Source: an optimization exercise on an open RTL-to-GDS flow (aim: small area, a short achievable clock period and few clock cycles per item). Production flows keep margins and buffers that such runs may drop.
The RTL was checked by simulation tests, not by an equivalence proof against the original design.
Power figures rest on the tool's default switching activity, not on a simulated workload.

==> flow/design.v (outline; a module is shown in full before it is edited, if it fits) <==
// module alu_pre: 48 lines
// module alu_stage1: 998 lines
// module alu_stage2: 268 lines
// module pipelined_alu: 121 lines
module pipelined_alu (
  input  logic        clk,
  input  logic        rst,
  input  logic        in_valid,
  output logic        in_ready,
  input  logic [3:0]  op,
  input  logic [31:0] a,
  input  logic [31:0] b,
  output logic        out_valid,
  input  logic        out_ready,
  output logic [31:0] res,
  output logic [3:0]  flags,
  output logic [15:0] illegal_cnt
);
  // ...
==> flow/flow/run.sh <==
#!/bin/bash
set -euo pipefail
cd "$(dirname "$0")/.."
bash standard.sh synth > synth.log 2>&1
bash standard.sh "BUFFER_PORTS_ARGS=-buffer_cell sky130_fd_sc_hd__buf_2" finish > layout.log 2>&1
==> flow/standard.sh <==
#!/bin/bash
# synth_recipe.tcl (not shown) runs the flow's synth.tcl, then flattens the netlist and writes it again
# the make line also repeats each setting of config.mk as NAME=value (left out here)
make -C /OpenROAD-flow-scripts/flow DESIGN_CONFIG=/design/flow/config.mk WORK_HOME=/design/flow/orfs CLKGATE_MAP_FILE= SYNTH_SCRIPT=/design/flow/synth_recipe.tcl "${@:-finish}"
==> flow/config.mk <==
export PLATFORM = sky130hd
export DESIGN_NAME = pipelined_alu
export DESIGN_NICKNAME = pipelined_alu
export VERILOG_FILES = /design/flow/design.v
export SDC_FILE = /design/flow/constraint.sdc
export NUM_CORES = 4
export LEC_CHECK = 0
export CAP_MARGIN = 20
export CORE_MARGIN = 2
export CORE_UTILIZATION = 40
export CTS_CLUSTER_DIAMETER = 80
export CTS_CLUSTER_SIZE = 25
export SETUP_SLACK_MARGIN = 5
export SLEW_MARGIN = 20
==> flow/constraint.sdc <==
create_clock -name core_clock -period 9.0 [get_ports {clk}]
set_input_delay 1.8000 -clock core_clock [delete_from_list [all_inputs] [get_ports {clk}]]
set_output_delay 1.8000 -clock core_clock [all_outputs]
set_load 0.01 [all_outputs]
==> summary.txt, run 1 <==
final setup vio count 0; run status complete, no violations; Tap Count 765; clock root cell clkbuf_16; met2 Use GR 37.2%; worst-path fanout max 2; max FFs per register 93; Sequential Power Share 26.0%; Total GRT Usage 23.3%; CP peak stage delay 220 ps; CP arrival 2230 ps; M1 WL 29700 µm; Stages on worst setup path 3; largest net degree at the start of global routing 74; clock transition at the registers of the reported paths 80 ps; Ys Warns 3; Crit. End Element output port; startpoint types primary input; Non-clk bufs 186; HPWL after DPL 50200 µm; asr flop ratio synth 7.81%; post-CTS setup buffers 16; TritonCTS clock tree built; H-tree levels 1; Pint 4.70 mW; first-pass GRT wire length 108000 µm; sequential element share of the synthesized area 32.4%; Routed met2 length 31800 µm; layout cell share with drive strength beyond 1 12.6%; Synth Area per Inst 10.0 µm²; R2R Path End cut1[28]; Reg-to-Reg Start is_mul0; critical path class primary input to output port; NonClk Buf Share 4.64%; commonest non-fill, non-tap cell in the layout a22oi_1; worst min path class register to register; Post-DP Area 24600 µm²; top-count cell post-synth a22oi_1; # clk buffers 22; synthesized cell area 23400 µm²; Max rail drop VDD 0.229 mV; multi-input combinational area share 55.6%
Testbench counts, summed over its fixed seeds: cycles 16,024, items 16,000.
==> run 2, diff against run 1 <==
==> flow/design.v (replaced) <==
package alu_pkg;
  localparam int NC = 93;
endpackage
module alu_pre (
  input  logic [3:0]  op,
  input  logic [31:0] a,
  input  logic [31:0] b,
  output logic [31:0] ax,
  output logic        rev,
  output logic [15:0] bone,
  output logic [15:0] btwo,
  output logic        is_mul
);
  logic is_sll, is_sh, is_pass;
  logic [32:0] bext;
  logic [31:0] shd, lut;
  logic [3:0]  t;
  assign is_mul  = (op == 4'h9);
  assign is_sll  = (op == 4'h6);
  assign rev     = (op == 4'h7) | (op == 4'h8);
  assign is_sh   = is_sll | rev;
  assign is_pass = ~(op[3] & op[2]) & ~is_mul & ~is_sh;
  always_comb begin
    case (op)
      4'h2:    t = 4'b1000;   
      4'h3:    t = 4'b1110;   
      4'h4:    t = 4'b0110;   
      4'h5:    t = 4'b0011;   
      4'h7, 4'h8, 4'hC, 4'hD, 4'hE, 4'hF: t = 4'b0000;
      default: t = 4'b1100;   
    endcase
    for (int i = 0; i < 32; i++) lut[i] = t[{a[i], b[i]}];
  end
  for (genvar i = 0; i < 32; i++) begin : g_rev
    assign ax[i] = (rev & a[31-i]) | lut[i];
  end
  assign bext = {b, 1'b0};
  always_comb begin
    for (int i = 0; i < 32; i++) shd[i] = (b[4:0] == i[4:0]);
  end
  for (genvar j = 0; j < 16; j++) begin : g_benc
    if (j == 0) begin : g_d0
      assign bone[j] = (is_mul & (bext[2*j+1] ^ bext[2*j])) | (is_sh & shd[2*j]) | is_pass;
    end else begin : g_dj
      assign bone[j] = (is_mul & (bext[2*j+1] ^ bext[2*j])) | (is_sh & shd[2*j]);
    end
    assign btwo[j] = (is_mul & ((bext[2*j+2] & ~bext[2*j+1] & ~bext[2*j]) |
                               (~bext[2*j+2] & bext[2*j+1] & bext[2*j]))) |
                     (is_sh & shd[2*j+1]);
  end
endmodule
module alu_stage1 (
  input  logic [3:0]  op,
  input  logic [31:0] a,
  input  logic [31:0] b,
  input  logic [15:0] bone,
  input  logic [15:0] btwo,
  input  logic        is_mul,
  output logic [92:0] cut,
  output logic        addsub,
  output logic        cmp,
  output logic        cmp_s,
  output logic        legal
);
  logic [15:0] bneg;
  logic [31:0] fill;
  logic [31:0] bg;
  logic        cin, subm;
  assign legal  = ~(op[3] & op[2]);
  for (genvar j = 0; j < 16; j++) begin : g_bneg
    assign bneg[j] = is_mul & b[2*j+1];
  end
  logic [31:0] pp0;
  logic [29:0] pp1;
  logic [27:0] pp2;
  logic [25:0] pp3;
  logic [23:0] pp4;
  logic [21:0] pp5;
  logic [19:0] pp6;
  logic [17:0] pp7;
  logic [15:0] pp8;
  logic [13:0] pp9;
  logic [11:0] pp10;
  logic [9:0] pp11;
  logic [7:0] pp12;
  logic [5:0] pp13;
  logic [3:0] pp14;
  logic [1:0] pp15;
  assign pp0 = (({32{bone[0]}} & a[31:0]) | ({32{btwo[0]}} & {a[30:0], 1'b0})) ^ {32{bneg[0]}};
  assign pp1 = (({30{bone[1]}} & a[29:0]) | ({30{btwo[1]}} & {a[28:0], 1'b0})) ^ {30{bneg[1]}};
  assign pp2 = (({28{bone[2]}} & a[27:0]) | ({28{btwo[2]}} & {a[26:0], 1'b0})) ^ {28{bneg[2]}};
  assign pp3 = (({26{bone[3]}} & a[25:0]) | ({26{btwo[3]}} & {a[24:0], 1'b0})) ^ {26{bneg[3]}};
  assign pp4 = (({24{bone[4]}} & a[23:0]) | ({24{btwo[4]}} & {a[22:0], 1'b0})) ^ {24{bneg[4]}};
  assign pp5 = (({22{bone[5]}} & a[21:0]) | ({22{btwo[5]}} & {a[20:0], 1'b0})) ^ {22{bneg[5]}};
  assign pp6 = (({20{bone[6]}} & a[19:0]) | ({20{btwo[6]}} & {a[18:0], 1'b0})) ^ {20{bneg[6]}};
  assign pp7 = (({18{bone[7]}} & a[17:0]) | ({18{btwo[7]}} & {a[16:0], 1'b0})) ^ {18{bneg[7]}};
  assign pp8 = (({16{bone[8]}} & a[15:0]) | ({16{btwo[8]}} & {a[14:0], 1'b0})) ^ {16{bneg[8]}};
  assign pp9 = (({14{bone[9]}} & a[13:0]) | ({14{btwo[9]}} & {a[12:0], 1'b0})) ^ {14{bneg[9]}};
  assign pp10 = (({12{bone[10]}} & a[11:0]) | ({12{btwo[10]}} & {a[10:0], 1'b0})) ^ {12{bneg[10]}};
  assign pp11 = (({10{bone[11]}} & a[9:0]) | ({10{btwo[11]}} & {a[8:0], 1'b0})) ^ {10{bneg[11]}};
  assign pp12 = (({8{bone[12]}} & a[7:0]) | ({8{btwo[12]}} & {a[6:0], 1'b0})) ^ {8{bneg[12]}};
  assign pp13 = (({6{bone[13]}} & a[5:0]) | ({6{btwo[13]}} & {a[4:0], 1'b0})) ^ {6{bneg[13]}};
  assign pp14 = (({4{bone[14]}} & a[3:0]) | ({4{btwo[14]}} & {a[2:0], 1'b0})) ^ {4{bneg[14]}};
  assign pp15 = (({2{bone[15]}} & a[1:0]) | ({2{btwo[15]}} & {a[0:0], 1'b0})) ^ {2{bneg[15]}};
  assign addsub = (op == 4'h0) | (op == 4'h1);
  assign cmp    = (op == 4'hA) | (op == 4'hB);
  assign cmp_s  = ~op[0];
  assign subm   = (op == 4'h1) | cmp;
  assign cin    = subm;
  for (genvar i = 0; i < 32; i++) begin : g_bg
    assign bg[i] = ((op == 4'h0) & b[i]) | (subm & ~b[i]) | fill[i];
  end
  always_comb begin
    for (int i = 0; i < 32; i++) fill[i] = (op == 4'h8) & a[0] & (i[4:0] < b[4:0]);
  end
  logic t0_s1;
  logic t0_c2;
  logic t0_s3;
  logic t0_c4;
  logic t0_s5;
  logic t0_c6;
  logic t0_s7;
  logic t0_c8;
  logic t0_s9;
  logic t0_c10;
  logic t0_s11;
  logic t0_c12;
  logic t0_s13;
  logic t0_c14;
  logic t0_s15;
  logic t0_c16;
  logic t0_s17;
  logic t0_c18;
  logic t0_s19;
  logic t0_c20;
  logic t0_s21;
  logic t0_c22;
  logic t0_s23;
  logic t0_c24;
  logic t0_s25;
  logic t0_c26;
  logic t0_s27;
  logic t0_c28;
  logic t0_s29;
  logic t0_c30;
  logic t0_s31;
  logic t0_c32;
  logic t0_s33;
  logic t0_c34;
  logic t0_s35;
  logic t0_c36;
  logic t0_s37;
  logic t0_c38;
  logic t0_s39;
  logic t0_c40;
  logic t0_s41;
  logic t0_c42;
  logic t0_s43;
  logic t0_c44;
  logic t0_s45;
  logic t0_c46;
  logic t0_s47;
  logic t0_c48;
  logic t0_s49;
  logic t0_c50;
  logic t0_s51;
  logic t0_c52;
  logic t0_s53;
  logic t0_c54;
  logic t0_s55;
  logic t0_c56;
  logic t0_s57;
  logic t0_c58;
  logic t0_s59;
  logic t0_c60;
  logic t0_s61;
  logic t0_c62;
  logic t0_s63;
  logic t0_c64;
  logic t0_s65;
  logic t0_c66;
  logic t0_s67;
  logic t0_c68;
  logic t0_s69;
  logic t0_c70;
  logic t0_s71;
  logic t0_c72;
  logic t0_s73;
  logic t0_c74;
  logic t0_s75;
  logic t0_c76;
  logic t0_s77;
  logic t0_c78;
  logic t0_s79;
  logic t0_c80;
  logic t0_s81;
  logic t0_c82;
  logic t0_s83;
  logic t0_c84;
  logic t0_s85;
  logic t0_c86;
  logic t0_s87;
  logic t0_c88;
  logic t0_s89;
  logic t0_c90;
  logic t0_s91;
  logic t0_c92;
  logic t0_s93;
  logic t0_c94;
  logic t0_s95;
  logic t0_c96;
  logic t0_s97;
  logic t0_c98;
  logic t0_s99;
  logic t0_c100;
  logic t0_s101;
  logic t0_c102;
  logic t0_s103;
  logic t0_c104;
  logic t0_s105;
  logic t0_c106;
  logic t0_s107;
  logic t0_c108;
  logic t0_s109;
  logic t0_c110;
  logic t0_s111;
  logic t0_c112;
  logic t0_s113;
  logic t0_c114;
  logic t0_s115;
  logic t0_c116;
  logic t0_s117;
  logic t0_c118;
  logic t0_s119;
  logic t0_c120;
  logic t0_s121;
  logic t0_c122;
  logic t0_s123;
  logic t0_c124;
  logic t0_s125;
  logic t0_c126;
  logic t0_s127;
  logic t0_c128;
  logic t0_s129;
  logic t0_c130;
  logic t0_s131;
  logic t0_c132;
  logic t0_s133;
  logic t0_c134;
  logic t0_s135;
  logic t0_c136;
  logic t0_s137;
  logic t0_c138;
  logic t0_s139;
  logic t0_c140;
  logic t0_s141;
  logic t0_c142;
  logic t0_s143;
  logic t0_c144;
  logic t0_s145;
  logic t0_c146;
  logic t0_s147;
  logic t0_c148;
  logic t0_s149;
  logic t0_c150;
  logic t0_s151;
  logic t0_c152;
  logic t0_s153;
  logic t0_c154;
  logic t0_s155;
  logic t0_c156;
  logic t0_s157;
  logic t0_c158;
  logic t0_s159;
  logic t0_c160;
  logic t0_s161;
  logic t0_c162;
  logic t0_s163;
  logic t0_c164;
  logic t0_s165;
  logic t0_c166;
  logic t0_s167;
  logic t0_c168;
  logic t0_s169;
  logic t0_c170;
  logic t0_s171;
  logic t0_c172;
  logic t0_s173;
  logic t0_c174;
  logic t0_s175;
  logic t0_c176;
  logic t0_s177;
  logic t0_c178;
  logic t0_s179;
  logic t0_c180;
  logic t0_s181;
  logic t0_c182;
  logic t0_s183;
  logic t0_c184;
  logic t0_s185;
  logic t0_c186;
  logic t0_s187;
  logic t0_c188;
  logic t0_s189;
  logic t0_c190;
  logic t0_s191;
  logic t0_c192;
  logic t0_s193;
  logic t0_c194;
  logic t0_s195;
  logic t0_c196;
  logic t0_s197;
  logic t0_c198;
  logic t0_s199;
  logic t0_c200;
  logic t0_s201;
  logic t0_c202;
  logic t0_s203;
  logic t0_c204;
  logic t0_s205;
  logic t0_c206;
  logic t0_s207;
  logic t0_c208;
  logic t0_s209;
  logic t0_c210;
  logic t0_s211;
  logic t0_c212;
  logic t0_s213;
  logic t0_c214;
  logic t0_s215;
  logic t0_c216;
  logic t0_s217;
  logic t0_c218;
  logic t0_s219;
  logic t0_c220;
  logic t0_s221;
  logic t0_c222;
  logic t0_s223;
  logic t0_c224;
  logic t0_s225;
  logic t0_c226;
  logic t0_s227;
  logic t0_c228;
  logic t0_s229;
  logic t0_c230;
  logic t0_s231;
  logic t0_c232;
  logic t0_s233;
  logic t0_c234;
  logic t0_s235;
  logic t0_c236;
  logic t0_s237;
  logic t0_c238;
  logic t0_s239;
  logic t0_c240;
  logic t0_s241;
  logic t0_c242;
  logic t0_s243;
  logic t0_c244;
  logic t0_s245;
  logic t0_c246;
  logic t0_s247;
  logic t0_c248;
  logic t0_s249;
  logic t0_c250;
  logic t0_s251;
  logic t0_c252;
  logic t0_s253;
  logic t0_c254;
  logic t0_s255;
  logic t0_c256;
  logic t0_s257;
  logic t0_c258;
  logic t0_s259;
  logic t0_c260;
  logic t0_s261;
  logic t0_c262;
  logic t0_s263;
  logic t0_c264;
  logic t0_s265;
  logic t0_c266;
  logic t0_s267;
  logic t0_c268;
  logic t0_s269;
  logic t0_c270;
  logic t0_s271;
  logic t0_c272;
  logic t0_s273;
  logic t0_c274;
  logic t0_s275;
  logic t0_c276;
  logic t0_s277;
  logic t0_c278;
  logic t0_s279;
  logic t0_c280;
  logic t0_s281;
  logic t0_c282;
  logic t0_s283;
  logic t0_c284;
  logic t0_s285;
  logic t0_c286;
  logic t0_s287;
  logic t0_c288;
  logic t0_s289;
  logic t0_c290;
  logic t0_s291;
  logic t0_c292;
  logic t0_s293;
  logic t0_c294;
  logic t0_s295;
  logic t0_c296;
  logic t0_s297;
  logic t0_c298;
  logic t0_s299;
  logic t0_c300;
  logic t0_s301;
  logic t0_c302;
  logic t0_s303;
  logic t0_c304;
  logic t0_s305;
  logic t0_c306;
  logic t0_s307;
  logic t0_c308;
  logic t0_s309;
  logic t0_c310;
  logic t0_s311;
  logic t0_c312;
  logic t0_s313;
  logic t0_c314;
  logic t0_s315;
  logic t0_c316;
  logic t0_s317;
  logic t0_c318;
  logic t0_s319;
  logic t0_c320;
  logic t0_s321;
  logic t0_c322;
  logic t0_s323;
  logic t0_c324;
  logic t0_s325;
  logic t0_c326;
  logic t0_s327;
  logic t0_c328;
  logic t0_s329;
  logic t0_c330;
  logic t0_s331;
  logic t0_c332;
  logic t0_s333;
  logic t0_c334;
  logic t0_s335;
  logic t0_c336;
  logic t1_s337;
  logic t1_c338;
  logic t1_s339;
  logic t1_c340;
  logic t1_s341;
  logic t1_c342;
  logic t1_s343;
  logic t1_c344;
  logic t1_s345;
  logic t1_c346;
  logic t1_s347;
  logic t1_c348;
  logic t1_s349;
  logic t1_c350;
  logic t1_s351;
  logic t1_c352;
  logic t1_s353;
  logic t1_c354;
  logic t1_s355;
  logic t1_c356;
  logic t1_s357;
  logic t1_c358;
  logic t1_s359;
  logic t1_c360;
  logic t1_s361;
  logic t1_c362;
  logic t1_s363;
  logic t1_c364;
  logic t1_s365;
  logic t1_c366;
  logic t1_s367;
  logic t1_c368;
  logic t1_s369;
  logic t1_c370;
  logic t1_s371;
  logic t1_c372;
  logic t1_s373;
  logic t1_c374;
  logic t1_s375;
  logic t1_c376;
  logic t1_s377;
  logic t1_c378;
  logic t1_s379;
  logic t1_c380;
  logic t1_s381;
  logic t1_c382;
  logic t1_s383;
  logic t1_c384;
  logic t1_s385;
  logic t1_c386;
  logic t1_s387;
  logic t1_c388;
  logic t1_s389;
  logic t1_c390;
  logic t1_s391;
  logic t1_c392;
  logic t1_s393;
  logic t1_c394;
  logic t1_s395;
  logic t1_c396;
  logic t1_s397;
  logic t1_c398;
  logic t1_s399;
  logic t1_c400;
  logic t1_s401;
  logic t1_c402;
  logic t1_s403;
  logic t1_c404;
  logic t1_s405;
  logic t1_c406;
  logic t1_s407;
  logic t1_c408;
  logic t1_s409;
  logic t1_c410;
  logic t1_s411;
  logic t1_c412;
  logic t1_s413;
  logic t1_c414;
  logic t1_s415;
  logic t1_c416;
  logic t1_s417;
  logic t1_c418;
  logic t1_s419;
  logic t1_c420;
  assign {t0_c2, t0_s1} = {1'b0, pp0[10]} + {1'b0, pp1[8]};
  assign {t0_c4, t0_s3} = {1'b0, pp0[11]} + {1'b0, pp1[9]};
  assign {t0_c6, t0_s5} = {1'b0, pp0[12]} + {1'b0, pp1[10]} + {1'b0, pp2[8]};
  assign {t0_c8, t0_s7} = {1'b0, pp3[6]} + {1'b0, pp4[4]};
  assign {t0_c10, t0_s9} = {1'b0, pp0[13]} + {1'b0, pp1[11]} + {1'b0, pp2[9]};
  assign {t0_c12, t0_s11} = {1'b0, pp3[7]} + {1'b0, pp4[5]};
  assign {t0_c14, t0_s13} = {1'b0, pp0[14]} + {1'b0, pp1[12]} + {1'b0, pp2[10]};
  assign {t0_c16, t0_s15} = {1'b0, pp3[8]} + {1'b0, pp4[6]} + {1'b0, pp5[4]};
  assign {t0_c18, t0_s17} = {1'b0, pp6[2]} + {1'b0, pp7[0]};
  assign {t0_c20, t0_s19} = {1'b0, pp0[15]} + {1'b0, pp1[13]} + {1'b0, pp2[11]};
  assign {t0_c22, t0_s21} = {1'b0, pp3[9]} + {1'b0, pp4[7]} + {1'b0, pp5[5]};
  assign {t0_c24, t0_s23} = {1'b0, pp6[3]} + {1'b0, pp7[1]};
  assign {t0_c26, t0_s25} = {1'b0, pp0[16]} + {1'b0, pp1[14]} + {1'b0, pp2[12]};
  assign {t0_c28, t0_s27} = {1'b0, pp3[10]} + {1'b0, pp4[8]} + {1'b0, pp5[6]};
  assign {t0_c30, t0_s29} = {1'b0, pp6[4]} + {1'b0, pp7[2]} + {1'b0, pp8[0]};
  assign {t0_c32, t0_s31} = {1'b0, pp0[17]} + {1'b0, pp1[15]} + {1'b0, pp2[13]};
  assign {t0_c34, t0_s33} = {1'b0, pp3[11]} + {1'b0, pp4[9]} + {1'b0, pp5[7]};
  assign {t0_c36, t0_s35} = {1'b0, pp6[5]} + {1'b0, pp7[3]} + {1'b0, pp8[1]};
  assign {t0_c38, t0_s37} = {1'b0, pp0[18]} + {1'b0, pp1[16]} + {1'b0, pp2[14]};
  assign {t0_c40, t0_s39} = {1'b0, pp3[12]} + {1'b0, pp4[10]} + {1'b0, pp5[8]};
  assign {t0_c42, t0_s41} = {1'b0, pp6[6]} + {1'b0, pp7[4]} + {1'b0, pp8[2]};
  assign {t0_c44, t0_s43} = {1'b0, pp0[19]} + {1'b0, pp1[17]} + {1'b0, pp2[15]};
  assign {t0_c46, t0_s45} = {1'b0, pp3[13]} + {1'b0, pp4[11]} + {1'b0, pp5[9]};
  assign {t0_c48, t0_s47} = {1'b0, pp6[7]} + {1'b0, pp7[5]} + {1'b0, pp8[3]};
  assign {t0_c50, t0_s49} = {1'b0, pp0[20]} + {1'b0, pp1[18]} + {1'b0, pp2[16]};
  assign {t0_c52, t0_s51} = {1'b0, pp3[14]} + {1'b0, pp4[12]} + {1'b0, pp5[10]};
  assign {t0_c54, t0_s53} = {1'b0, pp6[8]} + {1'b0, pp7[6]} + {1'b0, pp8[4]};
  assign {t0_c56, t0_s55} = {1'b0, pp0[21]} + {1'b0, pp1[19]} + {1'b0, pp2[17]};
  assign {t0_c58, t0_s57} = {1'b0, pp3[15]} + {1'b0, pp4[13]} + {1'b0, pp5[11]};
  assign {t0_c60, t0_s59} = {1'b0, pp6[9]} + {1'b0, pp7[7]} + {1'b0, pp8[5]};
  assign {t0_c62, t0_s61} = {1'b0, pp0[22]} + {1'b0, pp1[20]} + {1'b0, pp2[18]};
  assign {t0_c64, t0_s63} = {1'b0, pp3[16]} + {1'b0, pp4[14]} + {1'b0, pp5[12]};
  assign {t0_c66, t0_s65} = {1'b0, pp6[10]} + {1'b0, pp7[8]} + {1'b0, pp8[6]};
  assign {t0_c68, t0_s67} = {1'b0, pp0[23]} + {1'b0, pp1[21]} + {1'b0, pp2[19]};
  assign {t0_c70, t0_s69} = {1'b0, pp3[17]} + {1'b0, pp4[15]} + {1'b0, pp5[13]};
  assign {t0_c72, t0_s71} = {1'b0, pp6[11]} + {1'b0, pp7[9]} + {1'b0, pp8[7]};
  assign {t0_c74, t0_s73} = {1'b0, pp0[24]} + {1'b0, pp1[22]} + {1'b0, pp2[20]};
  assign {t0_c76, t0_s75} = {1'b0, pp3[18]} + {1'b0, pp4[16]} + {1'b0, pp5[14]};
  assign {t0_c78, t0_s77} = {1'b0, pp6[12]} + {1'b0, pp7[10]} + {1'b0, pp8[8]};
  assign {t0_c80, t0_s79} = {1'b0, pp0[25]} + {1'b0, pp1[23]} + {1'b0, pp2[21]};
  assign {t0_c82, t0_s81} = {1'b0, pp3[19]} + {1'b0, pp4[17]} + {1'b0, pp5[15]};
  assign {t0_c84, t0_s83} = {1'b0, pp6[13]} + {1'b0, pp7[11]} + {1'b0, pp8[9]};
  assign {t0_c86, t0_s85} = {1'b0, pp0[26]} + {1'b0, pp1[24]} + {1'b0, pp2[22]};
  assign {t0_c88, t0_s87} = {1'b0, pp3[20]} + {1'b0, pp4[18]} + {1'b0, pp5[16]};
  assign {t0_c90, t0_s89} = {1'b0, pp6[14]} + {1'b0, pp7[12]} + {1'b0, pp8[10]};
  assign {t0_c92, t0_s91} = {1'b0, pp0[27]} + {1'b0, pp1[25]} + {1'b0, pp2[23]};
  assign {t0_c94, t0_s93} = {1'b0, pp3[21]} + {1'b0, pp4[19]} + {1'b0, pp5[17]};
  assign {t0_c96, t0_s95} = {1'b0, pp6[15]} + {1'b0, pp7[13]} + {1'b0, pp8[11]};
  assign {t0_c98, t0_s97} = {1'b0, pp0[28]} + {1'b0, pp1[26]} + {1'b0, pp2[24]};
  assign {t0_c100, t0_s99} = {1'b0, pp3[22]} + {1'b0, pp4[20]} + {1'b0, pp5[18]};
  assign {t0_c102, t0_s101} = {1'b0, pp6[16]} + {1'b0, pp7[14]} + {1'b0, pp8[12]};
  assign {t0_c104, t0_s103} = {1'b0, pp0[29]} + {1'b0, pp1[27]} + {1'b0, pp2[25]};
  assign {t0_c106, t0_s105} = {1'b0, pp3[23]} + {1'b0, pp4[21]} + {1'b0, pp5[19]};
  assign {t0_c108, t0_s107} = {1'b0, pp6[17]} + {1'b0, pp7[15]} + {1'b0, pp8[13]};
  assign {t0_c110, t0_s109} = {1'b0, pp0[30]} + {1'b0, pp1[28]} + {1'b0, pp2[26]};
  assign {t0_c112, t0_s111} = {1'b0, pp3[24]} + {1'b0, pp4[22]} + {1'b0, pp5[20]};
  assign {t0_c114, t0_s113} = {1'b0, pp6[18]} + {1'b0, pp7[16]} + {1'b0, pp8[14]};
  assign {t0_c116, t0_s115} = {1'b0, pp0[31]} + {1'b0, pp1[29]} + {1'b0, pp2[27]};
  assign {t0_c118, t0_s117} = {1'b0, pp3[25]} + {1'b0, pp4[23]} + {1'b0, pp5[21]};
  assign {t0_c120, t0_s119} = {1'b0, pp6[19]} + {1'b0, pp7[17]} + {1'b0, pp8[15]};
  assign {t0_c122, t0_s121} = {1'b0, pp0[6]} + {1'b0, pp1[4]};
  assign {t0_c124, t0_s123} = {1'b0, pp0[7]} + {1'b0, pp1[5]};
  assign {t0_c126, t0_s125} = {1'b0, pp0[8]} + {1'b0, pp1[6]} + {1'b0, pp2[4]};
  assign {t0_c128, t0_s127} = {1'b0, pp3[2]} + {1'b0, pp4[0]};
  assign {t0_c130, t0_s129} = {1'b0, pp0[9]} + {1'b0, pp1[7]} + {1'b0, pp2[5]};
  assign {t0_c132, t0_s131} = {1'b0, pp3[3]} + {1'b0, pp4[1]};
  assign {t0_c134, t0_s133} = {1'b0, pp2[6]} + {1'b0, pp3[4]} + {1'b0, pp4[2]};
  assign {t0_c136, t0_s135} = {1'b0, pp5[0]} + {1'b0, bneg[5]} + {1'b0, t0_s1};
  assign {t0_c138, t0_s137} = {1'b0, pp2[7]} + {1'b0, pp3[5]} + {1'b0, pp4[3]};
  assign {t0_c140, t0_s139} = {1'b0, pp5[1]} + {1'b0, t0_s3} + {1'b0, t0_c2};
  assign {t0_c142, t0_s141} = {1'b0, pp5[2]} + {1'b0, pp6[0]} + {1'b0, bneg[6]};
  assign {t0_c144, t0_s143} = {1'b0, t0_s5} + {1'b0, t0_s7} + {1'b0, t0_c4};
  assign {t0_c146, t0_s145} = {1'b0, pp5[3]} + {1'b0, pp6[1]} + {1'b0, t0_s9};
  assign {t0_c148, t0_s147} = {1'b0, t0_s11} + {1'b0, t0_c6} + {1'b0, t0_c8};
  assign {t0_c150, t0_s149} = {1'b0, bneg[7]} + {1'b0, t0_s13} + {1'b0, t0_s15};
  assign {t0_c152, t0_s151} = {1'b0, t0_s17} + {1'b0, t0_c10} + {1'b0, t0_c12};
  assign {t0_c154, t0_s153} = {1'b0, t0_s19} + {1'b0, t0_s21} + {1'b0, t0_s23};
  assign {t0_c156, t0_s155} = {1'b0, t0_c14} + {1'b0, t0_c16} + {1'b0, t0_c18};
  assign {t0_c158, t0_s157} = {1'b0, t0_s25} + {1'b0, t0_s27} + {1'b0, t0_s29};
  assign {t0_c160, t0_s159} = {1'b0, t0_c20} + {1'b0, t0_c22} + {1'b0, t0_c24};
  assign {t0_c162, t0_s161} = {1'b0, t0_s31} + {1'b0, t0_s33} + {1'b0, t0_s35};
  assign {t0_c164, t0_s163} = {1'b0, t0_c26} + {1'b0, t0_c28} + {1'b0, t0_c30};
  assign {t0_c166, t0_s165} = {1'b0, t0_s37} + {1'b0, t0_s39} + {1'b0, t0_s41};
  assign {t0_c168, t0_s167} = {1'b0, t0_c32} + {1'b0, t0_c34} + {1'b0, t0_c36};
  assign {t0_c170, t0_s169} = {1'b0, t0_s43} + {1'b0, t0_s45} + {1'b0, t0_s47};
  assign {t0_c172, t0_s171} = {1'b0, t0_c38} + {1'b0, t0_c40} + {1'b0, t0_c42};
  assign {t0_c174, t0_s173} = {1'b0, t0_s49} + {1'b0, t0_s51} + {1'b0, t0_s53};
  assign {t0_c176, t0_s175} = {1'b0, t0_c44} + {1'b0, t0_c46} + {1'b0, t0_c48};
  assign {t0_c178, t0_s177} = {1'b0, t0_s55} + {1'b0, t0_s57} + {1'b0, t0_s59};
  assign {t0_c180, t0_s179} = {1'b0, t0_c50} + {1'b0, t0_c52} + {1'b0, t0_c54};
  assign {t0_c182, t0_s181} = {1'b0, t0_s61} + {1'b0, t0_s63} + {1'b0, t0_s65};
  assign {t0_c184, t0_s183} = {1'b0, t0_c56} + {1'b0, t0_c58} + {1'b0, t0_c60};
  assign {t0_c186, t0_s185} = {1'b0, t0_s67} + {1'b0, t0_s69} + {1'b0, t0_s71};
  assign {t0_c188, t0_s187} = {1'b0, t0_c62} + {1'b0, t0_c64} + {1'b0, t0_c66};
  assign {t0_c190, t0_s189} = {1'b0, t0_s73} + {1'b0, t0_s75} + {1'b0, t0_s77};
  assign {t0_c192, t0_s191} = {1'b0, t0_c68} + {1'b0, t0_c70} + {1'b0, t0_c72};
  assign {t0_c194, t0_s193} = {1'b0, t0_s79} + {1'b0, t0_s81} + {1'b0, t0_s83};
  assign {t0_c196, t0_s195} = {1'b0, t0_c74} + {1'b0, t0_c76} + {1'b0, t0_c78};
  assign {t0_c198, t0_s197} = {1'b0, t0_s85} + {1'b0, t0_s87} + {1'b0, t0_s89};
  assign {t0_c200, t0_s199} = {1'b0, t0_c80} + {1'b0, t0_c82} + {1'b0, t0_c84};
  assign {t0_c202, t0_s201} = {1'b0, t0_s91} + {1'b0, t0_s93} + {1'b0, t0_s95};
  assign {t0_c204, t0_s203} = {1'b0, t0_c86} + {1'b0, t0_c88} + {1'b0, t0_c90};
  assign {t0_c206, t0_s205} = {1'b0, t0_s97} + {1'b0, t0_s99} + {1'b0, t0_s101};
  assign {t0_c208, t0_s207} = {1'b0, t0_c92} + {1'b0, t0_c94} + {1'b0, t0_c96};
  assign {t0_c210, t0_s209} = {1'b0, t0_s103} + {1'b0, t0_s105} + {1'b0, t0_s107};
  assign {t0_c212, t0_s211} = {1'b0, t0_c98} + {1'b0, t0_c100} + {1'b0, t0_c102};
  assign {t0_c214, t0_s213} = {1'b0, t0_s109} + {1'b0, t0_s111} + {1'b0, t0_s113};
  assign {t0_c216, t0_s215} = {1'b0, t0_c104} + {1'b0, t0_c106} + {1'b0, t0_c108};
  assign {t0_c218, t0_s217} = {1'b0, t0_s115} + {1'b0, t0_s117} + {1'b0, t0_s119};
  assign {t0_c220, t0_s219} = {1'b0, t0_c110} + {1'b0, t0_c112} + {1'b0, t0_c114};
  assign {t0_c222, t0_s221} = {1'b0, pp0[4]} + {1'b0, pp1[2]};
  assign {t0_c224, t0_s223} = {1'b0, pp0[5]} + {1'b0, pp1[3]};
  assign {t0_c226, t0_s225} = {1'b0, pp2[2]} + {1'b0, pp3[0]} + {1'b0, bneg[3]};
  assign {t0_c228, t0_s227} = {1'b0, pp2[3]} + {1'b0, pp3[1]} + {1'b0, t0_s123};
  assign {t0_c230, t0_s229} = {1'b0, bneg[4]} + {1'b0, t0_s125} + {1'b0, t0_s127};
  assign {t0_c232, t0_s231} = {1'b0, t0_s129} + {1'b0, t0_s131} + {1'b0, t0_c126};
  assign {t0_c234, t0_s233} = {1'b0, t0_s133} + {1'b0, t0_c130} + {1'b0, t0_c132};
  assign {t0_c236, t0_s235} = {1'b0, t0_s137} + {1'b0, t0_c134} + {1'b0, t0_s139};
  assign {t0_c238, t0_s237} = {1'b0, t0_s141} + {1'b0, t0_c138} + {1'b0, t0_s143};
  assign {t0_c240, t0_s239} = {1'b0, t0_c142} + {1'b0, t0_s145} + {1'b0, t0_s147};
  assign {t0_c242, t0_s241} = {1'b0, t0_s149} + {1'b0, t0_s151} + {1'b0, t0_c146};
  assign {t0_c244, t0_s243} = {1'b0, t0_s153} + {1'b0, t0_s155} + {1'b0, t0_c150};
  assign {t0_c246, t0_s245} = {1'b0, t0_s157} + {1'b0, t0_s159} + {1'b0, t0_c154};
  assign {t0_c248, t0_s247} = {1'b0, t0_s161} + {1'b0, t0_s163} + {1'b0, t0_c158};
  assign {t0_c250, t0_s249} = {1'b0, t0_s165} + {1'b0, t0_s167} + {1'b0, t0_c162};
  assign {t0_c252, t0_s251} = {1'b0, t0_s169} + {1'b0, t0_s171} + {1'b0, t0_c166};
  assign {t0_c254, t0_s253} = {1'b0, t0_s173} + {1'b0, t0_s175} + {1'b0, t0_c170};
  assign {t0_c256, t0_s255} = {1'b0, t0_s177} + {1'b0, t0_s179} + {1'b0, t0_c174};
  assign {t0_c258, t0_s257} = {1'b0, t0_s181} + {1'b0, t0_s183} + {1'b0, t0_c178};
  assign {t0_c260, t0_s259} = {1'b0, t0_s185} + {1'b0, t0_s187} + {1'b0, t0_c182};
  assign {t0_c262, t0_s261} = {1'b0, t0_s189} + {1'b0, t0_s191} + {1'b0, t0_c186};
  assign {t0_c264, t0_s263} = {1'b0, t0_s193} + {1'b0, t0_s195} + {1'b0, t0_c190};
  assign {t0_c266, t0_s265} = {1'b0, t0_s197} + {1'b0, t0_s199} + {1'b0, t0_c194};
  assign {t0_c268, t0_s267} = {1'b0, t0_s201} + {1'b0, t0_s203} + {1'b0, t0_c198};
  assign {t0_c270, t0_s269} = {1'b0, t0_s205} + {1'b0, t0_s207} + {1'b0, t0_c202};
  assign {t0_c272, t0_s271} = {1'b0, t0_s209} + {1'b0, t0_s211} + {1'b0, t0_c206};
  assign {t0_c274, t0_s273} = {1'b0, t0_s213} + {1'b0, t0_s215} + {1'b0, t0_c210};
  assign {t0_c276, t0_s275} = {1'b0, t0_s217} + {1'b0, t0_s219} + {1'b0, t0_c214};
  assign {t0_c278, t0_s277} = {1'b0, pp0[2]} + {1'b0, pp1[0]};
  assign {t0_c280, t0_s279} = {1'b0, pp0[3]} + {1'b0, pp1[1]};
  assign {t0_c282, t0_s281} = {1'b0, pp2[0]} + {1'b0, bneg[2]} + {1'b0, t0_s221};
  assign {t0_c284, t0_s283} = {1'b0, pp2[1]} + {1'b0, t0_s223} + {1'b0, t0_c222};
  assign {t0_c286, t0_s285} = {1'b0, t0_s225} + {1'b0, t0_s121} + {1'b0, t0_c224};
  assign {t0_c288, t0_s287} = {1'b0, t0_c122} + {1'b0, t0_c226} + {1'b0, t0_s227};
  assign {t0_c290, t0_s289} = {1'b0, t0_c124} + {1'b0, t0_s229} + {1'b0, t0_c228};
  assign {t0_c292, t0_s291} = {1'b0, t0_c128} + {1'b0, t0_s231} + {1'b0, t0_c230};
  assign {t0_c294, t0_s293} = {1'b0, t0_s233} + {1'b0, t0_s135} + {1'b0, t0_c232};
  assign {t0_c296, t0_s295} = {1'b0, t0_c136} + {1'b0, t0_c234} + {1'b0, t0_s235};
  assign {t0_c298, t0_s297} = {1'b0, t0_c140} + {1'b0, t0_s237} + {1'b0, t0_c236};
  assign {t0_c300, t0_s299} = {1'b0, t0_c144} + {1'b0, t0_s239} + {1'b0, t0_c238};
  assign {t0_c302, t0_s301} = {1'b0, t0_c148} + {1'b0, t0_s241} + {1'b0, t0_c240};
  assign {t0_c304, t0_s303} = {1'b0, t0_c152} + {1'b0, t0_s243} + {1'b0, t0_c242};
  assign {t0_c306, t0_s305} = {1'b0, t0_c156} + {1'b0, t0_s245} + {1'b0, t0_c244};
  assign {t0_c308, t0_s307} = {1'b0, t0_c160} + {1'b0, t0_s247} + {1'b0, t0_c246};
  assign {t0_c310, t0_s309} = {1'b0, t0_c164} + {1'b0, t0_s249} + {1'b0, t0_c248};
  assign {t0_c312, t0_s311} = {1'b0, t0_c168} + {1'b0, t0_s251} + {1'b0, t0_c250};
  assign {t0_c314, t0_s313} = {1'b0, t0_c172} + {1'b0, t0_s253} + {1'b0, t0_c252};
  assign {t0_c316, t0_s315} = {1'b0, t0_c176} + {1'b0, t0_s255} + {1'b0, t0_c254};
  assign {t0_c318, t0_s317} = {1'b0, t0_c180} + {1'b0, t0_s257} + {1'b0, t0_c256};
  assign {t0_c320, t0_s319} = {1'b0, t0_c184} + {1'b0, t0_s259} + {1'b0, t0_c258};
  assign {t0_c322, t0_s321} = {1'b0, t0_c188} + {1'b0, t0_s261} + {1'b0, t0_c260};
  assign {t0_c324, t0_s323} = {1'b0, t0_c192} + {1'b0, t0_s263} + {1'b0, t0_c262};
  assign {t0_c326, t0_s325} = {1'b0, t0_c196} + {1'b0, t0_s265} + {1'b0, t0_c264};
  assign {t0_c328, t0_s327} = {1'b0, t0_c200} + {1'b0, t0_s267} + {1'b0, t0_c266};
  assign {t0_c330, t0_s329} = {1'b0, t0_c204} + {1'b0, t0_s269} + {1'b0, t0_c268};
  assign {t0_c332, t0_s331} = {1'b0, t0_c208} + {1'b0, t0_s271} + {1'b0, t0_c270};
  assign {t0_c334, t0_s333} = {1'b0, t0_c212} + {1'b0, t0_s273} + {1'b0, t0_c272};
  assign {t0_c336, t0_s335} = {1'b0, t0_c216} + {1'b0, t0_s275} + {1'b0, t0_c274};
  assign {t1_c338, t1_s337} = {1'b0, pp9[10]} + {1'b0, pp10[8]};
  assign {t1_c340, t1_s339} = {1'b0, pp9[11]} + {1'b0, pp10[9]};
  assign {t1_c342, t1_s341} = {1'b0, pp9[12]} + {1'b0, pp10[10]} + {1'b0, pp11[8]};
  assign {t1_c344, t1_s343} = {1'b0, pp12[6]} + {1'b0, pp13[4]};
  assign {t1_c346, t1_s345} = {1'b0, pp9[13]} + {1'b0, pp10[11]} + {1'b0, pp11[9]};
  assign {t1_c348, t1_s347} = {1'b0, pp12[7]} + {1'b0, pp13[5]};
  assign {t1_c350, t1_s349} = {1'b0, pp9[6]} + {1'b0, pp10[4]};
  assign {t1_c352, t1_s351} = {1'b0, pp9[7]} + {1'b0, pp10[5]};
  assign {t1_c354, t1_s353} = {1'b0, pp9[8]} + {1'b0, pp10[6]} + {1'b0, pp11[4]};
  assign {t1_c356, t1_s355} = {1'b0, pp12[2]} + {1'b0, pp13[0]};
  assign {t1_c358, t1_s357} = {1'b0, pp9[9]} + {1'b0, pp10[7]} + {1'b0, pp11[5]};
  assign {t1_c360, t1_s359} = {1'b0, pp12[3]} + {1'b0, pp13[1]};
  assign {t1_c362, t1_s361} = {1'b0, pp11[6]} + {1'b0, pp12[4]} + {1'b0, pp13[2]};
  assign {t1_c364, t1_s363} = {1'b0, pp14[0]} + {1'b0, bneg[14]} + {1'b0, t1_s337};
  assign {t1_c366, t1_s365} = {1'b0, pp11[7]} + {1'b0, pp12[5]} + {1'b0, pp13[3]};
  assign {t1_c368, t1_s367} = {1'b0, pp14[1]} + {1'b0, t1_s339} + {1'b0, t1_c338};
  assign {t1_c370, t1_s369} = {1'b0, pp14[2]} + {1'b0, pp15[0]} + {1'b0, bneg[15]};
  assign {t1_c372, t1_s371} = {1'b0, t1_s341} + {1'b0, t1_s343} + {1'b0, t1_c340};
  assign {t1_c374, t1_s373} = {1'b0, pp14[3]} + {1'b0, pp15[1]} + {1'b0, t1_s345};
  assign {t1_c376, t1_s375} = {1'b0, t1_s347} + {1'b0, t1_c342} + {1'b0, t1_c344};
  assign {t1_c378, t1_s377} = {1'b0, pp9[4]} + {1'b0, pp10[2]};
  assign {t1_c380, t1_s379} = {1'b0, pp9[5]} + {1'b0, pp10[3]};
  assign {t1_c382, t1_s381} = {1'b0, pp11[2]} + {1'b0, pp12[0]} + {1'b0, bneg[12]};
  assign {t1_c384, t1_s383} = {1'b0, pp11[3]} + {1'b0, pp12[1]} + {1'b0, t1_s351};
  assign {t1_c386, t1_s385} = {1'b0, bneg[13]} + {1'b0, t1_s353} + {1'b0, t1_s355};
  assign {t1_c388, t1_s387} = {1'b0, t1_s357} + {1'b0, t1_s359} + {1'b0, t1_c354};
  assign {t1_c390, t1_s389} = {1'b0, t1_s361} + {1'b0, t1_c358} + {1'b0, t1_c360};
  assign {t1_c392, t1_s391} = {1'b0, t1_s365} + {1'b0, t1_c362} + {1'b0, t1_s367};
  assign {t1_c394, t1_s393} = {1'b0, t1_s369} + {1'b0, t1_c366} + {1'b0, t1_s371};
  assign {t1_c396, t1_s395} = {1'b0, t1_c370} + {1'b0, t1_s373} + {1'b0, t1_s375};
  assign {t1_c398, t1_s397} = {1'b0, pp9[2]} + {1'b0, pp10[0]};
  assign {t1_c400, t1_s399} = {1'b0, pp9[3]} + {1'b0, pp10[1]};
  assign {t1_c402, t1_s401} = {1'b0, pp11[0]} + {1'b0, bneg[11]} + {1'b0, t1_s377};
  assign {t1_c404, t1_s403} = {1'b0, pp11[1]} + {1'b0, t1_s379} + {1'b0, t1_c378};
  assign {t1_c406, t1_s405} = {1'b0, t1_s381} + {1'b0, t1_s349} + {1'b0, t1_c380};
  assign {t1_c408, t1_s407} = {1'b0, t1_c350} + {1'b0, t1_c382} + {1'b0, t1_s383};
  assign {t1_c410, t1_s409} = {1'b0, t1_c352} + {1'b0, t1_s385} + {1'b0, t1_c384};
  assign {t1_c412, t1_s411} = {1'b0, t1_c356} + {1'b0, t1_s387} + {1'b0, t1_c386};
  assign {t1_c414, t1_s413} = {1'b0, t1_s389} + {1'b0, t1_s363} + {1'b0, t1_c388};
  assign {t1_c416, t1_s415} = {1'b0, t1_c364} + {1'b0, t1_c390} + {1'b0, t1_s391};
  assign {t1_c418, t1_s417} = {1'b0, t1_c368} + {1'b0, t1_s393} + {1'b0, t1_c392};
  assign {t1_c420, t1_s419} = {1'b0, t1_c372} + {1'b0, t1_s395} + {1'b0, t1_c394};
  assign cut[0] = pp0[0];
  assign cut[1] = (bneg[0] | bg[0]);
  assign cut[2] = cin;
  assign cut[3] = pp0[1];
  assign cut[4] = bg[1];
  assign cut[5] = t0_s277;
  assign cut[6] = (bneg[1] | bg[2]);
  assign cut[7] = t0_s279;
  assign cut[8] = (t0_c278 | bg[3]);
  assign cut[9] = t0_s281;
  assign cut[10] = (t0_c280 | bg[4]);
  assign cut[11] = t0_s283;
  assign cut[12] = (t0_c282 | bg[5]);
  assign cut[13] = t0_s285;
  assign cut[14] = (t0_c284 | bg[6]);
  assign cut[15] = t0_s287;
  assign cut[16] = (t0_c286 | bg[7]);
  assign cut[17] = t0_s289;
  assign cut[18] = (t0_c288 | bg[8]);
  assign cut[19] = t0_s291;
  assign cut[20] = (t0_c290 | bg[9]);
  assign cut[21] = t0_s293;
  assign cut[22] = (t0_c292 | bg[10]);
  assign cut[23] = t0_s295;
  assign cut[24] = (t0_c294 | bg[11]);
  assign cut[25] = t0_s297;
  assign cut[26] = (t0_c296 | bg[12]);
  assign cut[27] = t0_s299;
  assign cut[28] = (t0_c298 | bg[13]);
  assign cut[29] = t0_s301;
  assign cut[30] = (t0_c300 | bg[14]);
  assign cut[31] = t0_s303;
  assign cut[32] = (t0_c302 | bg[15]);
  assign cut[33] = t0_s305;
  assign cut[34] = t0_c304;
  assign cut[35] = (bneg[8] | bg[16]);
  assign cut[36] = t0_s307;
  assign cut[37] = (t0_c306 | bg[17]);
  assign cut[38] = t0_s309;
  assign cut[39] = t0_c308;
  assign cut[40] = (pp9[0] | bg[18]);
  assign cut[41] = bneg[9];
  assign cut[42] = t0_s311;
  assign cut[43] = t0_c310;
  assign cut[44] = (pp9[1] | bg[19]);
  assign cut[45] = t0_s313;
  assign cut[46] = t0_c312;
  assign cut[47] = t1_s397;
  assign cut[48] = (bneg[10] | bg[20]);
  assign cut[49] = t0_s315;
  assign cut[50] = t0_c314;
  assign cut[51] = (t1_s399 | bg[21]);
  assign cut[52] = t1_c398;
  assign cut[53] = t0_s317;
  assign cut[54] = t0_c316;
  assign cut[55] = t1_s401;
  assign cut[56] = (t1_c400 | bg[22]);
  assign cut[57] = t0_s319;
  assign cut[58] = t0_c318;
  assign cut[59] = (t1_s403 | bg[23]);
  assign cut[60] = t1_c402;
  assign cut[61] = t0_s321;
  assign cut[62] = t0_c320;
  assign cut[63] = (t1_s405 | bg[24]);
  assign cut[64] = t1_c404;
  assign cut[65] = t0_s323;
  assign cut[66] = t0_c322;
  assign cut[67] = t1_s407;
  assign cut[68] = (t1_c406 | bg[25]);
  assign cut[69] = t0_s325;
  assign cut[70] = t0_c324;
  assign cut[71] = (t1_s409 | bg[26]);
  assign cut[72] = t1_c408;
  assign cut[73] = t0_s327;
  assign cut[74] = t0_c326;
  assign cut[75] = (t1_s411 | bg[27]);
  assign cut[76] = t1_c410;
  assign cut[77] = t0_s329;
  assign cut[78] = t0_c328;
  assign cut[79] = (t1_s413 | bg[28]);
  assign cut[80] = t1_c412;
  assign cut[81] = t0_s331;
  assign cut[82] = t0_c330;
  assign cut[83] = t1_s415;
  assign cut[84] = (t1_c414 | bg[29]);
  assign cut[85] = t0_s333;
  assign cut[86] = (t0_c332 | bg[30]);
  assign cut[87] = t1_s417;
  assign cut[88] = t1_c416;
  assign cut[89] = t0_s335;
  assign cut[90] = (t0_c334 | bg[31]);
  assign cut[91] = t1_s419;
  assign cut[92] = t1_c418;
endmodule
module alu_stage2 (
  input  logic [92:0] cut,
  input  logic        addsub,   
  input  logic        cmp,      
  input  logic        cmp_s,    
  output logic [31:0] res,
  output logic        carry,
  output logic        ovf
);
  logic [32:0] x, y, s;
  logic        ovf_s, lt;
  logic us1;
  logic uc2;
  logic us3;
  logic uc4;
  logic us5;
  logic uc6;
  logic us7;
  logic uc8;
  logic us9;
  logic uc10;
  logic us11;
  logic uc12;
  logic us13;
  logic uc14;
  logic us15;
  logic uc16;
  logic us17;
  logic uc18;
  logic us19;
  logic uc20;
  logic us21;
  logic uc22;
  logic us23;
  logic uc24;
  logic us25;
  logic uc26;
  logic us27;
  logic uc28;
  logic us29;
  logic uc30;
  logic us31;
  logic uc32;
  logic us33;
  logic uc34;
  logic us35;
  logic uc36;
  logic us37;
  logic uc38;
  logic us39;
  logic uc40;
  logic us41;
  logic uc42;
  logic us43;
  logic uc44;
  logic us45;
  logic uc46;
  logic us47;
  logic uc48;
  logic us49;
  logic uc50;
  logic us51;
  logic uc52;
  logic us53;
  logic uc54;
  logic us55;
  logic uc56;
  logic us57;
  logic uc58;
  logic us59;
  logic uc60;
  logic us61;
  logic uc62;
  logic us63;
  logic uc64;
  logic us65;
  logic uc66;
  logic us67;
  logic uc68;
  logic us69;
  logic uc70;
  logic us71;
  logic uc72;
  logic us73;
  logic uc74;
  logic us75;
  logic uc76;
  logic us77;
  logic uc78;
  logic us79;
  logic uc80;
  logic us81;
  logic uc82;
  logic us83;
  logic uc84;
  logic us85;
  logic uc86;
  logic us87;
  logic uc88;
  logic us89;
  logic uc90;
  logic us91;
  logic uc92;
  assign {uc2, us1} = {1'b0, cut[38]} + {1'b0, cut[39]};
  assign {uc4, us3} = {1'b0, cut[42]} + {1'b0, cut[43]};
  assign {uc6, us5} = {1'b0, cut[45]} + {1'b0, cut[46]} + {1'b0, cut[47]};
  assign {uc8, us7} = {1'b0, cut[49]} + {1'b0, cut[50]} + {1'b0, cut[51]};
  assign {uc10, us9} = {1'b0, cut[53]} + {1'b0, cut[54]} + {1'b0, cut[55]};
  assign {uc12, us11} = {1'b0, cut[57]} + {1'b0, cut[58]} + {1'b0, cut[59]};
  assign {uc14, us13} = {1'b0, cut[61]} + {1'b0, cut[62]} + {1'b0, cut[63]};
  assign {uc16, us15} = {1'b0, cut[65]} + {1'b0, cut[66]} + {1'b0, cut[67]};
  assign {uc18, us17} = {1'b0, cut[69]} + {1'b0, cut[70]} + {1'b0, cut[71]};
  assign {uc20, us19} = {1'b0, cut[73]} + {1'b0, cut[74]} + {1'b0, cut[75]};
  assign {uc22, us21} = {1'b0, cut[77]} + {1'b0, cut[78]} + {1'b0, cut[79]};
  assign {uc24, us23} = {1'b0, cut[81]} + {1'b0, cut[82]} + {1'b0, cut[83]};
  assign {uc26, us25} = {1'b0, cut[85]} + {1'b0, cut[86]} + {1'b0, cut[87]};
  assign {uc28, us27} = {1'b0, cut[89]} + {1'b0, cut[90]} + {1'b0, cut[91]};
  assign {uc30, us29} = {1'b0, cut[0]} + {1'b0, cut[1]};
  assign {uc32, us31} = {1'b0, cut[3]} + {1'b0, cut[4]};
  assign {uc34, us33} = {1'b0, cut[5]} + {1'b0, cut[6]};
  assign {uc36, us35} = {1'b0, cut[7]} + {1'b0, cut[8]};
  assign {uc38, us37} = {1'b0, cut[9]} + {1'b0, cut[10]};
  assign {uc40, us39} = {1'b0, cut[11]} + {1'b0, cut[12]};
  assign {uc42, us41} = {1'b0, cut[13]} + {1'b0, cut[14]};
  assign {uc44, us43} = {1'b0, cut[15]} + {1'b0, cut[16]};
  assign {uc46, us45} = {1'b0, cut[17]} + {1'b0, cut[18]};
  assign {uc48, us47} = {1'b0, cut[19]} + {1'b0, cut[20]};
  assign {uc50, us49} = {1'b0, cut[21]} + {1'b0, cut[22]};
  assign {uc52, us51} = {1'b0, cut[23]} + {1'b0, cut[24]};
  assign {uc54, us53} = {1'b0, cut[25]} + {1'b0, cut[26]};
  assign {uc56, us55} = {1'b0, cut[27]} + {1'b0, cut[28]};
  assign {uc58, us57} = {1'b0, cut[29]} + {1'b0, cut[30]};
  assign {uc60, us59} = {1'b0, cut[31]} + {1'b0, cut[32]};
  assign {uc62, us61} = {1'b0, cut[33]} + {1'b0, cut[34]} + {1'b0, cut[35]};
  assign {uc64, us63} = {1'b0, cut[36]} + {1'b0, cut[37]};
  assign {uc66, us65} = {1'b0, cut[40]} + {1'b0, cut[41]} + {1'b0, us1};
  assign {uc68, us67} = {1'b0, cut[44]} + {1'b0, us3} + {1'b0, uc2};
  assign {uc70, us69} = {1'b0, cut[48]} + {1'b0, us5} + {1'b0, uc4};
  assign {uc72, us71} = {1'b0, cut[52]} + {1'b0, us7} + {1'b0, uc6};
  assign {uc74, us73} = {1'b0, cut[56]} + {1'b0, us9} + {1'b0, uc8};
  assign {uc76, us75} = {1'b0, cut[60]} + {1'b0, us11} + {1'b0, uc10};
  assign {uc78, us77} = {1'b0, cut[64]} + {1'b0, us13} + {1'b0, uc12};
  assign {uc80, us79} = {1'b0, cut[68]} + {1'b0, us15} + {1'b0, uc14};
  assign {uc82, us81} = {1'b0, cut[72]} + {1'b0, us17} + {1'b0, uc16};
  assign {uc84, us83} = {1'b0, cut[76]} + {1'b0, us19} + {1'b0, uc18};
  assign {uc86, us85} = {1'b0, cut[80]} + {1'b0, us21} + {1'b0, uc20};
  assign {uc88, us87} = {1'b0, cut[84]} + {1'b0, us23} + {1'b0, uc22};
  assign {uc90, us89} = {1'b0, cut[88]} + {1'b0, us25} + {1'b0, uc24};
  assign {uc92, us91} = {1'b0, cut[92]} + {1'b0, us27} + {1'b0, uc26};
  assign x[0] = us29;
  assign y[0] = cut[2];
  assign x[1] = us31;
  assign y[1] = uc30;
  assign x[2] = us33;
  assign y[2] = uc32;
  assign x[3] = us35;
  assign y[3] = uc34;
  assign x[4] = us37;
  assign y[4] = uc36;
  assign x[5] = us39;
  assign y[5] = uc38;
  assign x[6] = us41;
  assign y[6] = uc40;
  assign x[7] = us43;
  assign y[7] = uc42;
  assign x[8] = us45;
  assign y[8] = uc44;
  assign x[9] = us47;
  assign y[9] = uc46;
  assign x[10] = us49;
  assign y[10] = uc48;
  assign x[11] = us51;
  assign y[11] = uc50;
  assign x[12] = us53;
  assign y[12] = uc52;
  assign x[13] = us55;
  assign y[13] = uc54;
  assign x[14] = us57;
  assign y[14] = uc56;
  assign x[15] = us59;
  assign y[15] = uc58;
  assign x[16] = us61;
  assign y[16] = uc60;
  assign x[17] = us63;
  assign y[17] = uc62;
  assign x[18] = us65;
  assign y[18] = uc64;
  assign x[19] = us67;
  assign y[19] = uc66;
  assign x[20] = us69;
  assign y[20] = uc68;
  assign x[21] = us71;
  assign y[21] = uc70;
  assign x[22] = us73;
  assign y[22] = uc72;
  assign x[23] = us75;
  assign y[23] = uc74;
  assign x[24] = us77;
  assign y[24] = uc76;
  assign x[25] = us79;
  assign y[25] = uc78;
  assign x[26] = us81;
  assign y[26] = uc80;
  assign x[27] = us83;
  assign y[27] = uc82;
  assign x[28] = us85;
  assign y[28] = uc84;
  assign x[29] = us87;
  assign y[29] = uc86;
  assign x[30] = us89;
  assign y[30] = uc88;
  assign x[31] = us91;
  assign y[31] = uc90;
  assign x[32] = uc28;
  assign y[32] = uc92;
  assign s  = x + y;
  assign ovf_s = (cut[89] == cut[90]) && (s[31] != cut[89]);
  assign lt    = cmp_s ? (s[31] ^ ovf_s) : ~s[32];
  assign res   = cmp ? {31'd0, lt} : s[31:0];
  assign carry = addsub & s[32];
  assign ovf   = addsub & ovf_s;
endmodule
module pipelined_alu (
  input  logic        clk,
  input  logic        rst,
  input  logic        in_valid,
  output logic        in_ready,
  input  logic [3:0]  op,
  input  logic [31:0] a,
  input  logic [31:0] b,
  output logic        out_valid,
  input  logic        out_ready,
  output logic [31:0] res,
  output logic [3:0]  flags,
  output logic [15:0] illegal_cnt
);
  localparam int NC = alu_pkg::NC;
  logic        v0, v1, v2, bubble;
  logic [3:0]  op0;
  logic [31:0] a0, b0;
  logic        rev0;
  logic [15:0] bone0, btwo0;
  logic        is_mul0;
  logic [31:0] ax_p;
  logic        rev_p, rev1, rev2;
  logic [15:0] bone_p, btwo_p;
  logic        is_mul_p;
  logic [NC-1:0] cut_s, cut1;
  logic        addsub_s, cmp_s, cmps_s, legal_s;
  logic        addsub1, cmp1, cmps1, legal1;
  logic [31:0] sum_s;
  logic        carry_s, ovf_s;
  logic [31:0] res2;
  logic [2:0]  fl2;         
  logic [15:0] cnt;
  logic        s0_go, s1_go, s2_go;
  assign s2_go    = ~v2 | out_ready;
  assign s1_go    = ~v1 | s2_go;
  assign s0_go    = ~v0 | s1_go;
  assign in_ready = bubble | out_ready;
  alu_pre u_pre (
    .op   (op),
    .a    (a),
    .ax   (ax_p),
    .rev  (rev_p),
    .b    (b),
    .bone (bone_p),
    .btwo (btwo_p),
    .is_mul (is_mul_p)
  );
  alu_stage1 u_s1 (
    .op    (op0),
    .a     (a0),
    .b     (b0),
    .bone  (bone0),
    .btwo  (btwo0),
    .is_mul (is_mul0),
    .cut   (cut_s),
    .addsub (addsub_s),
    .cmp    (cmp_s),
    .cmp_s  (cmps_s),
    .legal  (legal_s)
  );
  alu_stage2 u_s2 (
    .cut    (cut1),
    .addsub (addsub1),
    .cmp    (cmp1),
    .cmp_s  (cmps1),
    .res    (sum_s),
    .carry  (carry_s),
    .ovf    (ovf_s)
  );
  always_ff @(posedge clk or posedge rst) begin
    if (rst) begin
      v0     <= 1'b0;
      v1     <= 1'b0;
      v2     <= 1'b0;
      bubble <= 1'b1;
    end else begin
      if (s0_go) v0 <= in_valid;
      if (s1_go) v1 <= v0;
      if (s2_go) v2 <= v1;
      bubble <= ~((s0_go ? in_valid : v0) & (s1_go ? v0 : v1) & (s2_go ? v1 : v2));
    end
  end
  always_ff @(posedge clk) begin
    if (s0_go) begin
      op0     <= op;
      a0      <= ax_p;
      rev0    <= rev_p;
      b0      <= b;
      bone0   <= bone_p;
      btwo0   <= btwo_p;
      is_mul0 <= is_mul_p;
    end
    if (s1_go) begin
      cut1   <= cut_s;
      addsub1 <= addsub_s;
      cmp1    <= cmp_s;
      cmps1   <= cmps_s;
      legal1 <= legal_s;
      rev1   <= rev0;
    end
    if (s2_go) begin
      res2 <= sum_s;
      fl2  <= {legal1, carry_s, ovf_s};
      rev2 <= rev1;
    end
  end
  always_ff @(posedge clk or posedge rst) begin
    if (rst) begin
      cnt <= 16'h0000;
    end else if (s1_go && v0 && op0[3] && op0[2] && (cnt != 16'hFFFF)) begin
      cnt <= cnt + 16'h0001;
    end
  end
  assign out_valid   = v2;
  for (genvar i = 0; i < 32; i++) begin : g_res
    assign res[i] = rev2 ? res2[31-i] : res2[i];
  end
  assign flags       = {res[31], fl2[2] & (res2 == 32'd0), fl2[1:0]};
  assign illegal_cnt = cnt;
endmodule
==> summary.txt, run 2 <==
Crit-path slowest cell or2_4 (unchanged); Placer Congestion 0.915 (was 0.887); Synth Instances 2284 (was 2333); clk sinks 256 (unchanged); worst setup margin 4970 ps (about the same); first-pass GRT wire length 110000 µm (was 108000 µm); clk_skew 47.0 ps (was 20.8 ps); run status complete, no violations (unchanged); initial antenna violation count 3 (was 2); TritonCTS clock tree built (unchanged); CP arrival 2230 ps (about the same); # rows 88 (unchanged); Die X 245 µm (was 246 µm); worst min path class register to register (unchanged); clock latency (worst-skew pair) 570 ps (was 560 ps); Worst EP required 7200 ps (about the same); CP bufs+invs 2 (unchanged); Sw Ratio 46.0% (was 45.0%); Die Ht 245 µm (was 246 µm); Port Buffer Count 125 (unchanged); Initial Utilization 40.3% (was 40.5%); clock root cell clkbuf_16 (unchanged); Die ar. 59900 µm² (was 60500 µm²); cells on worst reg2reg path 10 (unchanged); Relative slew margins 35.7% (was 39.4%); DRT Pass-1 Iters 7 (unchanged); Cell variety after synth 69 (was 67); H-tree levels 1 (unchanged); dpl ws 4570 ps (was 3980 ps); Pint 4.63 mW (was 4.70 mW); Core Region 57500 µm² (was 57800 µm²); worst-path fanout max 2 (unchanged); #FFs+latches synth 256 (unchanged); final hold vios 0 (unchanged); crit path from out_ready (unchanged); Leak 9.72 nW (was 10.2 nW); Synth Area per Inst 10.2 µm² (was 10.0 µm²); Tot Pwr 8.58 mW (was 8.56 mW); fin crit share 44.8% (about the same); asr flop ratio synth 7.81% (unchanged); FILL cells 5447 (was 5516); R2R Path End cut1[32] (was cut1[28]); final non-filler cell total 3068 (was 3114); Clock power frac 10.7% (was 12.1%); Ys Warns 3 (unchanged); number of remaining DRC errors 0 (unchanged); clock transition at the registers of the reported paths 100 ps (was 80 ps); Inst Count DP 3003 (was 3055); MaxCap Viol Count 0 (unchanged); Post-synth top cells 288 x a22oi_1, 263 x xnor2_1, 236 x edfxtp_1, 192 x fa_1, 167 x clkbuf_1 (was 290 x a22oi_1, 250 x xnor2_1, 242 x inv_1, 236 x edfxtp_1, 192 x fa_1); HPWL after DPL 51800 µm (was 50200 µm); worst-path cell chain buf_6 > or2_4 > buf_6 (unchanged); post-route antenna net violation count 0 (unchanged); share of the synthesized area in the top cell type 30.6% (was 30.3%); commonest non-fill, non-tap cell in the layout a22oi_1 (unchanged); Max rail drop VDD 0.234 mV (was 0.229 mV); crit path to in_ready (unchanged); RSZ-0062 raised after global routing yes (unchanged); storage element area 7590 µm² (unchanged); max FFs per register 93 (unchanged); DR WL/cell 23.6 µm (was 22.7 µm); fin nets 2631 (was 2677); Total GRT Usage 23.9% (was 23.3%); r2r setup slk 5070 ps (about the same); Post-DP Area 24300 µm² (was 24600 µm²); Sequential Power Share 26.3% (was 26.0%); Reg-to-Reg Start is_mul0 (unchanged); sequential element share of the synthesized area 32.7% (was 32.4%); num ports 126 (unchanged); synth top area cells edfxtp_1 31%, fa_1 17%, xnor2_1 9.9%, a22oi_1 9.3%, ha_1 4.2% (was edfxtp_1 30%, fa_1 16%, xnor2_1 9.4%, a22oi_1 9.3%, ha_1 4.2%); Post-Layout Inst Area 25400 µm² (was 25700 µm²); Power Density 338 nW/µm² (was 334 nW/µm²); Biggest register cut1 (unchanged); critical path class primary input to output port (unchanged); area occupied by multi-input gates 14300 µm² (about the same); initial drt markers 1950 (was 2100); area grow syn2layout 9.62% (about the same); Pins Over Slew Limit 0 (unchanged); vias per inst 5.92 (was 5.76); final WL 72400 µm (was 70600 µm); layout cell share with drive strength beyond 1 12.6% (about the same); Net Count, Synth 2625 (was 2675); number of global-route vias before repair 17844 (was 17756); most frequent cells in the layout 288 x a22oi_1, 263 x xnor2_1, 236 x edfxtp_1 (was 290 x a22oi_1, 250 x xnor2_1, 240 x inv_1); Post-Route Utilization 44.2% (was 44.4%); ys flop type edfxtp_1 (unchanged); Post-synth EDFFs 236 (unchanged); fin crit period 4030 ps (about the same); Combinational Power Share 63.0% (was 61.9%); CP peak stage delay 220 ps (about the same); final setup vio count 0 (unchanged); NetSw 3.95 mW (was 3.86 mW); Crit. End Element output port (unchanged); Inserted Clock Buffers 18 (was 21); grt ovf 0 (unchanged); Worst Tran Pin Value 965 ps (was 909 ps); startpoint types primary input (unchanged); vias 18151 (was 17926); Crit path max-delay family simple AND/OR/NAND/NOR gates (unchanged); Worst path most repeated cell buf_6 (unchanged); synthesized cell area 23200 µm² (was 23400 µm²); final hold slack 435 ps (was 436 ps); leading area contributor after synthesis edfxtp_1 (unchanged); fmax 248 MHz (about the same); top-count cell post-synth a22oi_1 (unchanged); Stages on worst setup path 3 (unchanged); largest net degree at the start of global routing 88 (was 74); clk buf depth 3 (unchanged); Setup TNS Final 0 ps (unchanged)
## run 2: cell types whose count changed after synthesis, moves of 6 or more
cell,before,now
a211oi_1,1,10
inv_1,242,152
clkbuf_1,157,167
nor2_1,142,155
nor3_1,8,15
nand2_1,109,115
nand3_1,22,31
xor2_1,104,85
xnor2_1,250,263
o21ai_0,47,57
nor3b_1,0,6
## run 2: power groups by stage
stage,Sequential (mW),Combinational [mW],Clock (mW)
finish,2.26,5.41,0.916
global route,2.29,6.03,0.974
CTS,2.29,5.34,0.935
detailed placement,2.33,5.31,0
global placement,2.31,5.17,0
floorplan,2.09,3.97,0
## run 2: worst min-delay path by stage
stage	from	end	slack [ps]	depth (start not counted)
floorplan	legal1	fl2[2]	400	0
global placement	legal1	fl2[2]	410	0
detailed placement	legal1	fl2[2]	420	0
CTS	legal1	fl2[2]	440	0
global route	rev0	rev1	450	0
finish	legal1	fl2[2]	430	0
## run 2: routing by layer
layer	up-vias	routed length (µm)	global-route usage, %	share of wire [%]
li1	8060	-	-	-
met1	8993	29200	31.6	40
met2	915	33400	38.3	46
met3	179	6610	4.73	9.1
met4	4	3220	10.0	4.4
met5	-	32	0	0.044
## run 2: final cells by class
| cell class | instances | area share (%) |
|---|---|---|
| clock inverters | 11 | 0.605 |
| multi-input cells | 1665 | 56.4 |
| flip-flops and latches | 256 | 29.9 |
| repair buffers | 197 | 5.29 |
| clock buffers | 21 | 1.86 |
| diodes | 1 | 0.00984 |
| well taps | 765 | 3.77 |
| inverters | 152 | 2.24 |
## run 2: logic make-up (layout without fill, tap and decap cells)
| group | count (synthesis) | count (layout) | share of synthesized area (%) |
|---|---|---|---|
| adders and majority gates | 269 | 269 | 20.7 |
| xor gates and xnor gates | 348 | 348 | 13.1 |
| DFF | 256 | 256 | 32.7 |
| buffers and inverters | 363 | 381 | 5.97 |
| muxes | 39 | 39 | 1.88 |
| AOI/OAI and AO/OA | 614 | 614 | 17.9 |
| other | 0 | 1 | 0 |
| and+or+nand+nor | 395 | 395 | 7.64 |
## run 2: repair_timing
| action | in CTS | in global routing |
|---|---|---|
| pin swaps | 1 | 0 |
| gates resized for setup | 11 | 18 |
| buffers inserted | 5 | 26 |
| endpoints found under the setup margin | 74 | 38 |
| hold buffers | 0 | 0 |
Testbench counts of run 2, summed over its fixed seeds: cycles 16,024, items 16,000.

[port drivers added, routing unchanged]
The results above use ideal ports. As a check the final layouts listed here were re-extracted and re-timed, cells and wires unchanged.
Step 1 assumes that a clkbuf_16 drives the clock port and a buf_2 every other input.
Step 2 also shifts input and output timing later by t, the mid clock arrival at the registers, as if the neighbouring blocks saw the same clock.
Slacks: no drivers / after step 1 / after step 2; pairs: no drivers / after step 1.
run | shift t [ns] | setup WS [ns] | worst setup path after step 2
run 1 | 0.604 | 4.969 / 4.935 / 4.853 | input to register
run 2 | 0.603 | 4.968 / 4.930 / 4.930 | input to output
After both steps every run listed still meets setup and hold. The setup slack of run 1, which loses most, moves by -0.034 ns with the drivers and by -0.116 ns with both steps.
